Context: an optimization exercise on an open-source flow, tuned for small area. The choices shown serve that exercise and are no tape-out recipe. In this exercise RTL edits were held to simulation tests only and were not proved equivalent to the original. Power is estimated from default activity; no workload was simulated.

Design dft_bin_acc, start of the top module:
module dft_bin_acc
#(
    parameter int N      = 256,
    parameter int PH_LAT = 6,
    parameter int ACC_W  = dft_pkg::ACC_W_DEF
) (
    input  logic                     CK,
    input  logic                     RST,
    input  logic                     START,
    input  logic signed [dft_pkg::PH_W-1:0]   cos0,
    input  logic signed [dft_pkg::PH_W-1:0]   sin0,
    input  logic signed [dft_pkg::PH_W-1:0]   cos1,
    input  logic signed [dft_pkg::PH_W-1:0]   sin1,
    output logic [dft_pkg::ADDR_W-1:0]        smp_addr,
    input  logic signed [dft_pkg::SMP_W-1:0]  smp_data,
    output logic signed [ACC_W-1:0]  re0,
    output logic signed [ACC_W-1:0]  im0,
    output logic signed [ACC_W-1:0]  re1,
    output logic signed [ACC_W-1:0]  im1,
    output logic                     busy,
    output logic                     done
);
clock: 11.0 ns
lec_check: 0
cap_margin: 5
core_margin: 2
core_utilization: 75
gpl_timing_driven: 0
place_density: 0.85
slew_margin: 5
standard.sh (not shown) runs the stock make flow with config.mk's settings and CLKGATE_MAP_FILE= SYNTH_SCRIPT=/design/flow/synth_recipe.tcl, a recipe that flattens the netlist after the stock synthesis.
==> flow/flow/run.sh <==
#!/bin/bash
# Standard layout, with an area-oriented synthesis: the standard flow's synthesis script
# with Yosys synth's generic "abc -fast" skipped (so the hand-built adder
# cells survive to extract_fa) and the final ABC mapping done with
# flow/abc_area.script instead of ORFS's delay-oriented script. Ports get
# the smallest buffer cell; no buffers for pass-through wires from synthesis
# (the port buffers replace them); a clock tree of small buffers.
set -euo pipefail
W=$(pwd)
{
  echo 'proc synth {args} { if {[lsearch $args fine:] >= 0} { yosys synth -nofsm -noshare -noabc {*}$args } else { yosys synth -nofsm -noshare {*}$args } }'
  echo "proc abc {args} { set i [lsearch \$args -script]; if {\$i >= 0} { lset args [expr {\$i + 1}] $W/flow/abc_area.script }; yosys abc {*}\$args }"
  tail -n +2 synth_recipe.tcl
} > my_synth.tcl
sed "s#SYNTH_SCRIPT=[^ ]*#SYNTH_SCRIPT=$W/my_synth.tcl#" standard.sh > my_standard.sh
export BUFFER_PORTS_ARGS="-buffer_cell sky130_fd_sc_hd__buf_1"
export SYNTH_INSBUF=0
# Clock tree from small clock buffers, without dummy balancing loads.
export CTS_ARGS="-buf_list sky130_fd_sc_hd__clkbuf_8 -dont_use_dummy_load"
bash my_standard.sh > flow.log 2>&1
==> flow/flow/abc_area.script <==
&get -n
&st
&dch
&nf -a
&put
topo
==> next run, changes <==
--- a/flow/flow/run.sh
+++ b/flow/flow/run.sh
@@ -5,4 +5,3 @@
 # flow/abc_area.script instead of ORFS's delay-oriented script. Ports get
-# the smallest buffer cell; no buffers for pass-through wires from synthesis
-# (the port buffers replace them); a clock tree of small buffers.
+# the smallest buffer cell.
 set -euo pipefail
@@ -17,4 +16,2 @@
 export SYNTH_INSBUF=0
-# Clock tree from small clock buffers, without dummy balancing loads.
-export CTS_ARGS="-buf_list sky130_fd_sc_hd__clkbuf_8 -dont_use_dummy_load"
 bash my_standard.sh > flow.log 2>&1
Settings changed: CORE_UTILIZATION 75 to 65, PLACE_DENSITY 0.85 to default.
=>
- The changed run completed without violations
- power climbs by about 2.7%
- hold slack degrades by 8.7 ps
- clock power grows by 55%
==> next run, changes <==
--- a/flow/flow/run.sh
+++ b/flow/flow/run.sh
@@ -5,3 +5,4 @@
 # flow/abc_area.script instead of ORFS's delay-oriented script. Ports get
-# the smallest buffer cell.
+# the smallest buffer cell; no buffers for pass-through wires from synthesis
+# (the port buffers replace them); a clock tree of small buffers.
 set -euo pipefail
@@ -16,2 +17,4 @@
 export SYNTH_INSBUF=0
+# Clock tree from small clock buffers, without dummy balancing loads.
+export CTS_ARGS="-buf_list sky130_fd_sc_hd__clkbuf_16 -dont_use_dummy_load"
 bash my_standard.sh > flow.log 2>&1
Settings changed: CORE_UTILIZATION 65 to 75, PLACE_DENSITY from default to 0.85.
What happened: The changed run went through all stages and came out clean; worst hold slack hardly moves; combinational power went up by about 3%; core utilization went up by 10 points; sequential share of layout area went up by 0.16 points; critical path depth went down by 1; global-route usage went up by 7.5 points.

## run E
dft_bin_acc, a different RTL version from the one above (not shown whole).
Size in the first run: ~300 I/O pins.
clock: 11.0 ns
lec_check: 0
cap_margin: 20
core_margin: 2
core_utilization: 40
slew_margin: 20
==> flow/flow/run.sh <==
#!/bin/bash
# Standard layout, with an area-oriented synthesis: the standard flow's synthesis script
# with Yosys synth's generic "abc -fast" skipped (so the hand-built adder
# cells survive to extract_fa) and the final ABC mapping done with
# flow/abc_area.script instead of ORFS's delay-oriented script.
set -euo pipefail
W=$(pwd)
{
  echo 'proc synth {args} { if {[lsearch $args fine:] >= 0} { yosys synth -nofsm -noshare -noabc {*}$args } else { yosys synth -nofsm -noshare {*}$args } }'
  echo "proc abc {args} { set i [lsearch \$args -script]; if {\$i >= 0} { lset args [expr {\$i + 1}] $W/flow/abc_area.script }; yosys abc {*}\$args }"
  tail -n +2 synth_recipe.tcl
} > my_synth.tcl
sed "s#SYNTH_SCRIPT=[^ ]*#SYNTH_SCRIPT=$W/my_synth.tcl#" standard.sh > my_standard.sh
bash my_standard.sh > flow.log 2>&1
Scripts as last shown in full above: flow/flow/abc_area.script
Inputs modified between run E and run C:
==> flow/run.sh (new file) <==
#!/bin/bash
# synth_recipe.tcl (not shown) runs the flow's synth.tcl, then flattens the netlist and writes it again
# the make line also repeats each setting of config.mk as NAME=value (left out here)
make -C /OpenROAD-flow-scripts/flow DESIGN_CONFIG=/design/flow/config.mk WORK_HOME=/design/flow/orfs CLKGATE_MAP_FILE= SYNTH_SCRIPT=/design/flow/synth_recipe.tcl finish
removed: flow/flow/run.sh
removed: flow/flow/abc_area.script
removed: flow/standard.sh
Notes after the runs:
Run C: done, clean on timing, DRC and antenna. a_re0[33] as the critical path capture point was reported by run E, and a_im1[19] by run C. Compared with run E, run C shows routed length on met2 higher by 42 mm. Between run C and run E, the register-to-register setup slack is lower for run C. Looking at beginning of the critical path, the cnt[0] result is from run C; the cos0[9] one comes from run E. Of the two values seen for most frequent standard cell in the layout excluding fill and tap cells, sky130_fd_sc_hd__inv_1 was produced by run C and sky130_fd_sc_hd__o22ai_1 by run E. After detailed routing, run E needs less wire than run C.

-- re-timing with driven ports --
No port has a modelled driver above. Below, the same layouts with a new extraction and two added sets of constraints. Step 1, drivers: a clkbuf_16 drives CK and a buf_2 each remaining input, both assumed. Step 2 moves the port delays by t, midway between the first and last clock arrival at a register: inputs arrive t later, outputs are due t later. That takes back most of the time a late clock gives input paths. Three values: no drivers, after step 1, after step 2; two values: the first two.
| run | t, ns | setup WS [ns] | pins driven straight from the clock port |
|---|---|---|---|
| the first run of note 1 | 0.669 | 0.344 / 0.382 / -0.287 | 1 |
| the second run of note 1 | 0.589 | 0.363 / 0.398 / -0.192 | 1 |
| the third run of note 1 | 0.577 | 0.209 / 0.252 / -0.324 | 1 |
| run E | 0.589 | 0.607 / 0.622 / 0.033 | 1 |
| run C | 0.653 | 0.612 / 0.612 / -0.040 | 1 |
With both steps, setup timing fails in the first run of note 1, the second run of note 1, the third run of note 1 and run C, where it was met with ideal ports. The setup slack of run C, which loses most, moves by 0.000 ns with the drivers and by -0.652 ns with both steps.
